Source: an optimization exercise on an open RTL-to-GDS flow (aim: small area, a short achievable clock period and few clock cycles per item). Production flows keep margins and buffers that such runs may drop.
In this exercise RTL edits were held to simulation tests only and were not proved equivalent to the original.
No activity file was given, so power comes from the tool's default toggle rates.

**flow/config.mk**
```make
export PLATFORM = sky130hd
export DESIGN_NAME = wide_add_sequencer
export DESIGN_NICKNAME = wide_add_sequencer
export VERILOG_FILES = /design/flow/design.v
export SDC_FILE = /design/flow/constraint.sdc
export NUM_CORES = 4
export LEC_CHECK = 0
export CAP_MARGIN = 20
export CORE_MARGIN = 2
export CORE_UTILIZATION = 40
export SLEW_MARGIN = 20
```
**flow/design.v**
```verilog
module wide_add_sequencer (
   input  logic         clk,
   input  logic         rst,
   input  logic         in_valid,
   output logic         in_ready,
   input  logic [255:0] in_a,
   input  logic [255:0] in_b,
   input  logic         in_sub,
   output logic         out_valid,
   input  logic         out_ready,
   output logic [255:0] out_sum,
   output logic         out_carry
);
   logic         out_valid_r;
   logic [255:0] sum_r;
   logic         carry_r;
   assign in_ready  = !out_valid_r || out_ready;
   assign out_valid = out_valid_r;
   assign out_sum   = sum_r;
   assign out_carry = carry_r;
   always_ff @(posedge clk or posedge rst) begin
      if (rst) begin
         out_valid_r <= 1'b0;
      end else if (in_ready) begin
         out_valid_r <= in_valid;
      end
   end
   always_ff @(posedge clk) begin
      if (in_ready) begin
         {carry_r, sum_r} <= {1'b0, in_a} + {1'b0, in_b ^ {256{in_sub}}}
                           + {256'd0, in_sub};
      end
   end
endmodule
```
**flow/constraint.sdc**
```tcl
create_clock -name core_clock -period 4.5 [get_ports {clk}]
set_input_delay 0.9000 -clock core_clock [delete_from_list [all_inputs] [get_ports {clk}]]
set_output_delay 0.9000 -clock core_clock [all_outputs]
set_load 0.01 [all_outputs]
```
**flow/run.sh**
```bash
#!/bin/bash
# synth_recipe.tcl (not shown) runs the flow's synth.tcl, then flattens the netlist and writes it again
# the make line also repeats each setting of config.mk as NAME=value (left out here)
make -C /OpenROAD-flow-scripts/flow DESIGN_CONFIG=/design/flow/config.mk WORK_HOME=/design/flow/orfs CLKGATE_MAP_FILE= SYNTH_SCRIPT=/design/flow/synth_recipe.tcl finish
```
==> notes.md <==
[sequential cells by signal, summed over array words and instances (netlist names)]
name,cells
out_valid_r,1
sum_r,256
carry_r,1
[worst paths after layout]
check / startpoint / end / slack [ps] / cells after the start
max: in_sub / sum_r[250] / -350 / 16
min: rst / out_valid_r / 460 / 2
max reg2reg: out_valid_r / sum_r[137] / 2600 / 2
min reg2reg: out_valid_r / sum_r[215] / 830 / 1
max in group asynchronous: rst / out_valid_r / 3950 / 2
min in group core_clock: out_valid_r / sum_r[215] / 830 / 1
[kinds of logic after synthesis]
family / after synthesis / share of synthesized area (%)
mux: 2 / 0.0663
xor+xnor: 506 / 14.7
buf+inv: 274 / 3.53
simple gates: 1154 / 18.0
compound gates: 1286 / 26.2
fa+ha+maj: 286 / 11.9
flops: 258 / 25.6
[synth_stat cells (all sizes together), types with 98 or more instances]
cell type  instances
a21oi            486
nand2            356
xor2             352
nor2             315
o21ai            295
ha               285
edfxtp           257
nand4            175
xnor2            154
clkbuf           152
a21o             104
o21bai            98
[per-layer routing]
metal	part of all wire [%]	routed length [um]	global-route usage, %	vias to the layer above
met5	0.029	51	0	-
met4	7.7	13600	26.2	8
met3	9.0	15800	8.13	634
met2	46	81900	72.3	2368
met1	37	64900	49.1	19300
li1	-	-	-	18700
[stage by stage]
step	total power, uW	cells	hold slack (ps)	instance area [um2]
final	18300	7151	463	55800
after CTS	17600	7106	447	53900
after global routing	18900	7147	502	55800
after floorplan	7750	3766	629	30500
after global placement	14100	6995	800	51300
after detailed placement	14100	6995	816	51300
[layout make-up]
cell class	count	area share, %
multi-input combinational	3234	42.9
timing repair buffer	2529	38.3
sequential	258	13.9
tap	969	2.17
clock buffer	45	1.79
inverter	89	0.599
clock inverter	21	0.386
antenna	6	0.0269
[what timing repair did]
item                                   in CTS  in global routing
cloned                                      3                  0
buffers inserted                           46                 60
gates resized for setup                   216                332
endpoints found under the hold margin       0                  0
setup endpoints to repair                 108                110
pin swaps                                  66                165
[power by group]
| part | internal, uW | switching, uW |
|---|---|---|
| Clock | 1810 | 1300 |
| Combinational | 5690 | 5670 |
| Sequential | 3540 | 334 |
==> impl_metrics.yaml <==
timing:
  worst_slew_pin_slew_ps: 893
  slew-limit-headroom_pct: 40.5
  min_period_ps: 4850
  rsz0062_at_grt: "true"
  fmax_mhz: 206
  setup_slack_ps: -351
  fin_tns_setup_ps: -4970
  skew_ps: 35.2
  hold_viol: 0
  slew_violations: 0
  setup_viol: 45
  fin_crit_sh_pct: 108
global_routing:
  grt_overflow: 0
  grt_max_degree: 110
  antenna_found_initial: 9
  grt_pass1_wl_mm: 248
  grt_pass1_vias: 40200
  track_usage_pct: 42.4
place:
  routabilityCongestion: 1.09
  dpl_worst_slack_ps: -1280
  hpwl_mm: 145
  port_buffers: 775
setup_path:
  required_ps: 4810
  cp_top_family: "compound AO/OA/AOI/OAI gates"
  end_kind: "flip-flop"
  cpPeakStageDelay_ps: 530
  path_max_fanout: 8
  critPathBufInv: 2
  crit_chain: "buf_16 > buf_12 > xor2_2 > ha_1 > nand4_4 > or4_4 > or4_4 > o32ai_2 > nor3_2 > o41a_4 > o41ai_4 > a41oi_4 > o41ai_4 > a31oi_2 > o41ai_2 > xor2_1"
  startpoint_type: "primary input"
  slowest_stage: "or4_4"
  arrival_ps: 5160
  crit_type: "in -> reg"
yosys:
  synth_edf_count: 257
  synthFlopType: "edfxtp_1"
  yosys_warnings: 1
  yosysTopAreaCell: "edfxtp_1"
  ys_types: 76
  syn_nets: 4569
  synthCells: 3766
  ys_seq_area_share_pct: 25.6
  avgSynthCellArea_um2: 8.02
  ys_ff_latch: 258
  async_flop_share_pct: 0.388
  synthTopCellsByArea: "edfxtp_1 (26%), ha_1 (12%), xor2_1 (10%)"
  netlist_area_um2: 30200
  synth_top_cell_area_share_pct: 25.6
power_and_ir_drop:
  ir_drop_mv: 0.326
  power_density_nw_per_um2: 329
  p_leak_uw: 0.0242
floorplanning:
  core_region_area_um2: 74600
  die_area_um2: 77700
  start_util_pct: 40.5
  die-height_um: 279
  die_w_um: 279
  placementRows: 100
  ios: 776
cts:
  cts_root_buffer: "clkbuf_16"
  numClockSinks: 258
  numCtsBuffers: 37
  cts_htree_levels: 2
  hold_buffers: 0
  cts_tree: "yes"
  clk_pin_slew_worst_paths_ps: 60
  cts_buffer_depth: 3
  clk_latency_ps: 600
routing:
  dr.pass1.iters: 6
  drcViolationCount: 0
  drt_iter0_drc: 4089
  routedWlPerCell_um: 24.6
  wirelength_mm: 176
  postRouteAntennaNets: 0
  viasPerCell: 5.73
  dr_total_vias: 41000
hold_path:
  min_path_type: "in -> async"
finish:
  fillers: 5631
  register_area_um2: 7740
  layout.nets: 6952
  drive_gt1_share_pct: 35.3
  multi_input_area_um2: 23900
  area_growth_pct: 84.8
  final_util_pct: 74.8
  mostFrequentLayoutCell: "buf_4"
  final_cell_mix: "buf_4 (1687), clkdlybuf4s50_1 (752), a21oi_1 (415), nand2_1 (347), xor2_1 (318)"
status:
  check.faults: "setup timing"
  outcome: "finished with violations"
flow_run:
  drv_cap: 0
Testbench counts, summed over its fixed seeds: cycles 2,408, items 2,400.

re-timing with driven ports:
In the flow no input, the clock included, has a driving cell. The finished layout below was timed again as built, in two steps. Step 1 assumes that a clkbuf_16 drives the clock port and a buf_2 every other input. Step 2 times the ports against the registers' clock, not the clock port: input delays grow and output delays shrink by t, the midpoint of the rising clock arrivals with the driver on. Three values: no drivers, after step 1, after step 2; two values: the first two.
t (ns): 0.651
setup slack, ns: -0.351 / -0.519 / -1.170
latest minus earliest clock arrival (ns): 0.040 / 0.039
worst register clock-pin slew, ns: 0.07 / 0.07
The setup slack of this run moves by -0.168 ns with the drivers and by -0.819 ns with both steps.
